Background: an optimization exercise with open tools, aiming at small area. Do not read the settings as production practice. The RTL was checked by simulation tests, not by an equivalence proof against the original design.

==> v1 <==
==> flow/design.v <==
module moving_average_mc #(
  parameter int DATA_WIDTH      = 16,
  parameter int CHANNELS        = 4,
  parameter int MAX_WINDOW_LOG2 = 5,
  localparam int CW = (CHANNELS > 1) ? $clog2(CHANNELS) : 1,
  localparam int WW = $clog2(MAX_WINDOW_LOG2 + 1)
) (
  input  logic                  clk,
  input  logic                  reset,
  input  logic [DATA_WIDTH-1:0] input_data,
  input  logic [CW-1:0]         input_channel,
  input  logic                  enable,
  input  logic [WW-1:0]         window,
  output logic [DATA_WIDTH-1:0] output_data,
  output logic [CW-1:0]         output_channel,
  output logic                  output_data_valid,
  output logic                  output_primed
);
  localparam int L  = MAX_WINDOW_LOG2;
  localparam int MW = 1 << L;
  localparam int AW = DATA_WIDTH + L;
  localparam int FW = L + 1;
  logic [WW-1:0]                win_c, cur_win;
  logic                         clear;
  logic [FW-1:0]                fill [CHANNELS];
  logic signed [AW-1:0]         acc  [CHANNELS];
  logic [DATA_WIDTH-1:0]        sr   [CHANNELS][MW];
  logic [FW-1:0]                eff_fill, new_fill;
  logic                         full;
  logic signed [DATA_WIDTH-1:0] x_old;
  logic signed [AW-1:0]         base, acc_new;
  logic [DATA_WIDTH-1:0]        avg;
  logic                         primed;
  logic                         v1, v2;
  logic [DATA_WIDTH-1:0]        s1_data, s2_data;
  logic [CW-1:0]                s1_ch, s2_ch;
  logic                         s1_primed, s2_primed;
  always_comb begin
    win_c    = (window > WW'(L)) ? WW'(L) : window;
    clear    = (win_c != cur_win);
    eff_fill = clear ? '0 : fill[input_channel];
    full     = eff_fill[win_c];
    x_old    = '0;
    for (int c = 0; c < CHANNELS; c++)
      for (int k = 0; k <= L; k++)
        if (input_channel == CW'(c) && win_c == WW'(k) && full)
          x_old = x_old | sr[c][(1 << k) - 1];
    base     = (eff_fill == '0) ? '0 : acc[input_channel];
    acc_new  = base + {{L{input_data[DATA_WIDTH-1]}}, input_data} - {{L{x_old[DATA_WIDTH-1]}}, x_old};
    new_fill = full ? eff_fill : eff_fill + FW'(1);
    primed   = new_fill[win_c];
    avg      = DATA_WIDTH'(acc_new >>> win_c);
  end
  always_ff @(posedge clk) begin
    for (int c = 0; c < CHANNELS; c++) begin
      if (enable && input_channel == CW'(c)) begin
        sr[c][0] <= input_data;
        for (int i = 1; i < MW; i++) sr[c][i] <= sr[c][i-1];
        acc[c] <= acc_new;
      end
    end
  end
  always_ff @(posedge clk or posedge reset) begin
    if (reset) begin
      cur_win <= '0;
      for (int c = 0; c < CHANNELS; c++) fill[c] <= '0;
    end else begin
      cur_win <= win_c;
      if (clear) begin
        for (int c = 0; c < CHANNELS; c++) fill[c] <= '0;
      end
      if (enable) fill[input_channel] <= new_fill;
    end
  end
  always_ff @(posedge clk) begin
    s1_data   <= avg;
    s1_ch     <= input_channel;
    s1_primed <= primed;
    s2_data   <= s1_data;
    s2_ch     <= s1_ch;
    s2_primed <= s1_primed;
  end
  always_ff @(posedge clk or posedge reset) begin
    if (reset) begin
      v1                <= 1'b0;
      v2                <= 1'b0;
      output_data_valid <= 1'b0;
      output_data       <= '0;
      output_channel    <= '0;
      output_primed     <= 1'b0;
    end else begin
      v1                <= enable;
      v2                <= v1;
      output_data_valid <= v2;
      if (v2) begin
        output_data    <= s2_data;
        output_channel <= s2_ch;
        output_primed  <= s2_primed;
      end
    end
  end
endmodule
==> flow/run.sh <==
#!/bin/bash
# synth_recipe.tcl (not shown) runs the flow's synth.tcl, then flattens the netlist and writes it again
# the make line also repeats each setting of config.mk as NAME=value (left out here)
make -C /OpenROAD-flow-scripts/flow DESIGN_CONFIG=/design/flow/config.mk WORK_HOME=/design/flow/orfs CLKGATE_MAP_FILE= SYNTH_SCRIPT=/design/flow/synth_recipe.tcl finish
==> flow/config.mk <==
export PLATFORM = sky130hd
export DESIGN_NAME = moving_average_mc
export DESIGN_NICKNAME = moving_average_mc
export VERILOG_FILES = /design/flow/design.v
export SDC_FILE = /design/flow/constraint.sdc
export NUM_CORES = 4
export LEC_CHECK = 0
export CAP_MARGIN = 20
export CORE_MARGIN = 2
export CORE_UTILIZATION = 50
export CTS_BUF_LIST = sky130_fd_sc_hd__clkbuf_16
export CTS_CLUSTER_DIAMETER = 70
export CTS_CLUSTER_SIZE = 30
export GPL_TIMING_DRIVEN = 0
export SLEW_MARGIN = 20
==> flow/constraint.sdc <==
create_clock -name core_clock -period 8.0 [get_ports {clk}]
set_input_delay 1.6000 -clock core_clock [delete_from_list [all_inputs] [get_ports {clk}]]
set_output_delay 1.6000 -clock core_clock [all_outputs]
set_load 0.01 [all_outputs]
==> v34 (differences from v1) <==
--- a/flow/design.v
+++ b/flow/design.v
@@ -26,6 +26,6 @@
   logic signed [AW-1:0]         acc  [CHANNELS];
   logic [DATA_WIDTH-1:0]        sr   [CHANNELS][MW];
-  logic [FW-1:0]                eff_fill, new_fill;
-  logic                         full;
+  logic [FW-1:0]                eff_fill, new_fill, w_fill;
+  logic [DATA_WIDTH-1:0]        tap;
   logic signed [DATA_WIDTH-1:0] x_old;
   logic signed [AW-1:0]         base, acc_new;
@@ -40,14 +40,13 @@
     clear    = (win_c != cur_win);
     eff_fill = clear ? '0 : fill[input_channel];
-    full     = eff_fill[win_c];
-    x_old    = '0;
-    for (int c = 0; c < CHANNELS; c++)
-      for (int k = 0; k <= L; k++)
-        if (input_channel == CW'(c) && win_c == WW'(k) && full)
-          x_old = x_old | sr[c][(1 << k) - 1];
+    w_fill   = FW'(1) << win_c;
+    tap      = sr[input_channel][0];
+    for (int k = 1; k <= L; k++)
+      if (win_c == WW'(k)) tap = sr[input_channel][(1 << k) - 1];
+    x_old    = (eff_fill >= w_fill) ? tap : '0;
     base     = (eff_fill == '0) ? '0 : acc[input_channel];
     acc_new  = base + {{L{input_data[DATA_WIDTH-1]}}, input_data} - {{L{x_old[DATA_WIDTH-1]}}, x_old};
-    new_fill = full ? eff_fill : eff_fill + FW'(1);
-    primed   = new_fill[win_c];
+    new_fill = (eff_fill == FW'(MW)) ? eff_fill : eff_fill + FW'(1);
+    primed   = (new_fill >= w_fill);
     avg      = DATA_WIDTH'(acc_new >>> win_c);
   end
@@ -73,12 +72,4 @@
     end
   end
-  always_ff @(posedge clk) begin
-    s1_data   <= avg;
-    s1_ch     <= input_channel;
-    s1_primed <= primed;
-    s2_data   <= s1_data;
-    s2_ch     <= s1_ch;
-    s2_primed <= s1_primed;
-  end
   always_ff @(posedge clk or posedge reset) begin
     if (reset) begin
@@ -86,4 +77,10 @@
       v2                <= 1'b0;
       output_data_valid <= 1'b0;
+      s1_data           <= '0;
+      s1_ch             <= '0;
+      s1_primed         <= 1'b0;
+      s2_data           <= '0;
+      s2_ch             <= '0;
+      s2_primed         <= 1'b0;
       output_data       <= '0;
       output_channel    <= '0;
@@ -93,9 +90,15 @@
       v2                <= v1;
       output_data_valid <= v2;
-      if (v2) begin
-        output_data    <= s2_data;
-        output_channel <= s2_ch;
-        output_primed  <= s2_primed;
+      if (enable) begin
+        s1_data   <= avg;
+        s1_ch     <= input_channel;
+        s1_primed <= primed;
       end
+      s2_data        <= s1_data;
+      s2_ch          <= s1_ch;
+      s2_primed      <= s1_primed;
+      output_data    <= s2_data;
+      output_channel <= s2_ch;
+      output_primed  <= s2_primed;
     end
   end
Settings changed: CORE_UTILIZATION 50 to 60, CTS_BUF_LIST sky130_fd_sc_hd__clkbuf_16 to sky130_fd_sc_hd__clkbuf_8, CTS_CLUSTER_DIAMETER 70 to unset, GPL_TIMING_DRIVEN 0 to unset.
==> v39 (differences from v1) <==
--- a/flow/design.v
+++ b/flow/design.v
@@ -30,8 +30,9 @@
   logic signed [DATA_WIDTH-1:0] x_old;
   logic signed [AW-1:0]         base, acc_new;
-  logic [DATA_WIDTH-1:0]        avg;
   logic                         primed;
   logic                         v1, v2;
-  logic [DATA_WIDTH-1:0]        s1_data, s2_data;
+  logic signed [AW-1:0]         s1_sum;
+  logic [WW-1:0]                s1_win;
+  logic [DATA_WIDTH-1:0]        s2_data;
   logic [CW-1:0]                s1_ch, s2_ch;
   logic                         s1_primed, s2_primed;
@@ -39,16 +40,16 @@
     win_c    = (window > WW'(L)) ? WW'(L) : window;
     clear    = (win_c != cur_win);
-    eff_fill = clear ? '0 : fill[input_channel];
+    eff_fill = fill[input_channel];
     full     = eff_fill[win_c];
     x_old    = '0;
     for (int c = 0; c < CHANNELS; c++)
-      for (int k = 0; k <= L; k++)
+      for (int k = 1; k <= L; k++)
         if (input_channel == CW'(c) && win_c == WW'(k) && full)
           x_old = x_old | sr[c][(1 << k) - 1];
     base     = (eff_fill == '0) ? '0 : acc[input_channel];
-    acc_new  = base + {{L{input_data[DATA_WIDTH-1]}}, input_data} - {{L{x_old[DATA_WIDTH-1]}}, x_old};
-    new_fill = full ? eff_fill : eff_fill + FW'(1);
+    acc_new  = {{L{input_data[DATA_WIDTH-1]}}, input_data};
+    if (!clear && win_c != '0) acc_new = acc_new + base - {{L{x_old[DATA_WIDTH-1]}}, x_old};
+    new_fill = clear ? FW'(1) : full ? eff_fill : eff_fill + FW'(1);
     primed   = new_fill[win_c];
-    avg      = DATA_WIDTH'(acc_new >>> win_c);
   end
   always_ff @(posedge clk) begin
@@ -74,8 +75,9 @@
   end
   always_ff @(posedge clk) begin
-    s1_data   <= avg;
+    s1_sum    <= acc_new;
+    s1_win    <= win_c;
     s1_ch     <= input_channel;
     s1_primed <= primed;
-    s2_data   <= s1_data;
+    s2_data   <= DATA_WIDTH'(s1_sum >>> s1_win);
     s2_ch     <= s1_ch;
     s2_primed <= s1_primed;
Settings changed: CORE_UTILIZATION 50 to 40, GPL_TIMING_DRIVEN 0 to unset.
==> metrics.yaml <==
status: "failed layout checks"
so.violations: "slew limit"
nonClkBufAreaFrac_pct: 1.35
hp-start: "s2_ch[1]"
synth_xor_area_share_pct: 0.308
worstPathArrival_ns: 7.75
critPathLaunch: "window[0]"
synthSimpleGateAreaFrac_pct: 1.62
met1_length_um: 55400
whs_ns: 0.336
final_cell_mix: "edfxtp_1, clkbuf_8, inv_1"
routabilityCongestion: 0.866
post-route-min-period_ns: 6.94
drv_slew: 65
dpl.cell_count: 4699
dp_hpwl_um: 64700
-- figures above: v34

==> metrics.yaml <==
status: "complete, no violations"
critPathLaunch: "input_channel[1]"
synth_xor_area_share_pct: 0.253
hp-start: "s1_data[13]"
drv_slew: 0
dp_hpwl_um: 86300
met1_length_um: 60100
final_cell_mix: "edfxtp_1, clkbuf_16, nand2_1"
whs_ns: 0.335
dpl.cell_count: 5086
-- figures above: v1

==> metrics.yaml <==
synthSimpleGateAreaFrac_pct: 1.75
worstPathArrival_ns: 7.27
final_cell_mix: "edfxtp_1, nand2_1, clkbuf_16"
post-route-min-period_ns: 6.76
status: "complete, no violations"
whs_ns: 0.379
drv_slew: 0
synth_xor_area_share_pct: 0.216
routabilityCongestion: 1.01
nonClkBufAreaFrac_pct: 1.47
htreeDepth: 3
dp_hpwl_um: 81400
critPathTopFamily: "compound AO/OA/AOI/OAI gates"
met1_length_um: 60900
dpl.cell_count: 5507
-- figures above: v39

-- what the ideal ports hide --
How much do the figures lean on ideal ports? The routed layouts below were timed once more, with nothing changed but the port constraints. Step 1 sets driving cells, clkbuf_16 on the clock port and buf_2 on the other inputs (assumed; they add their load-dependent delay and slew). Step 2 adds t to the input delays and takes it off the output delays; t is the mean of the earliest and latest rising clock arrival at the registers after step 1. Input paths then give back, and output paths get back, about the clock's delay inside the block. Slacks: ideal / step 1 / step 2; pairs: ideal / step 1.
run	t (ns)	setup slack, ns	slew at the worst register clock pin (ns)
v1	0.831	0.158 / 0.210 / -0.620	0.11 / 0.11
v34	1.008	1.056 / 1.078 / 0.070	0.07 / 0.07
v39	0.845	1.240 / 1.164 / 0.318	0.11 / 0.11
With both steps, setup timing fails in v1, where it was met with ideal ports. For v34, which loses most, drivers alone change the setup slack by +0.022 ns; drivers and shift together by -0.986 ns.
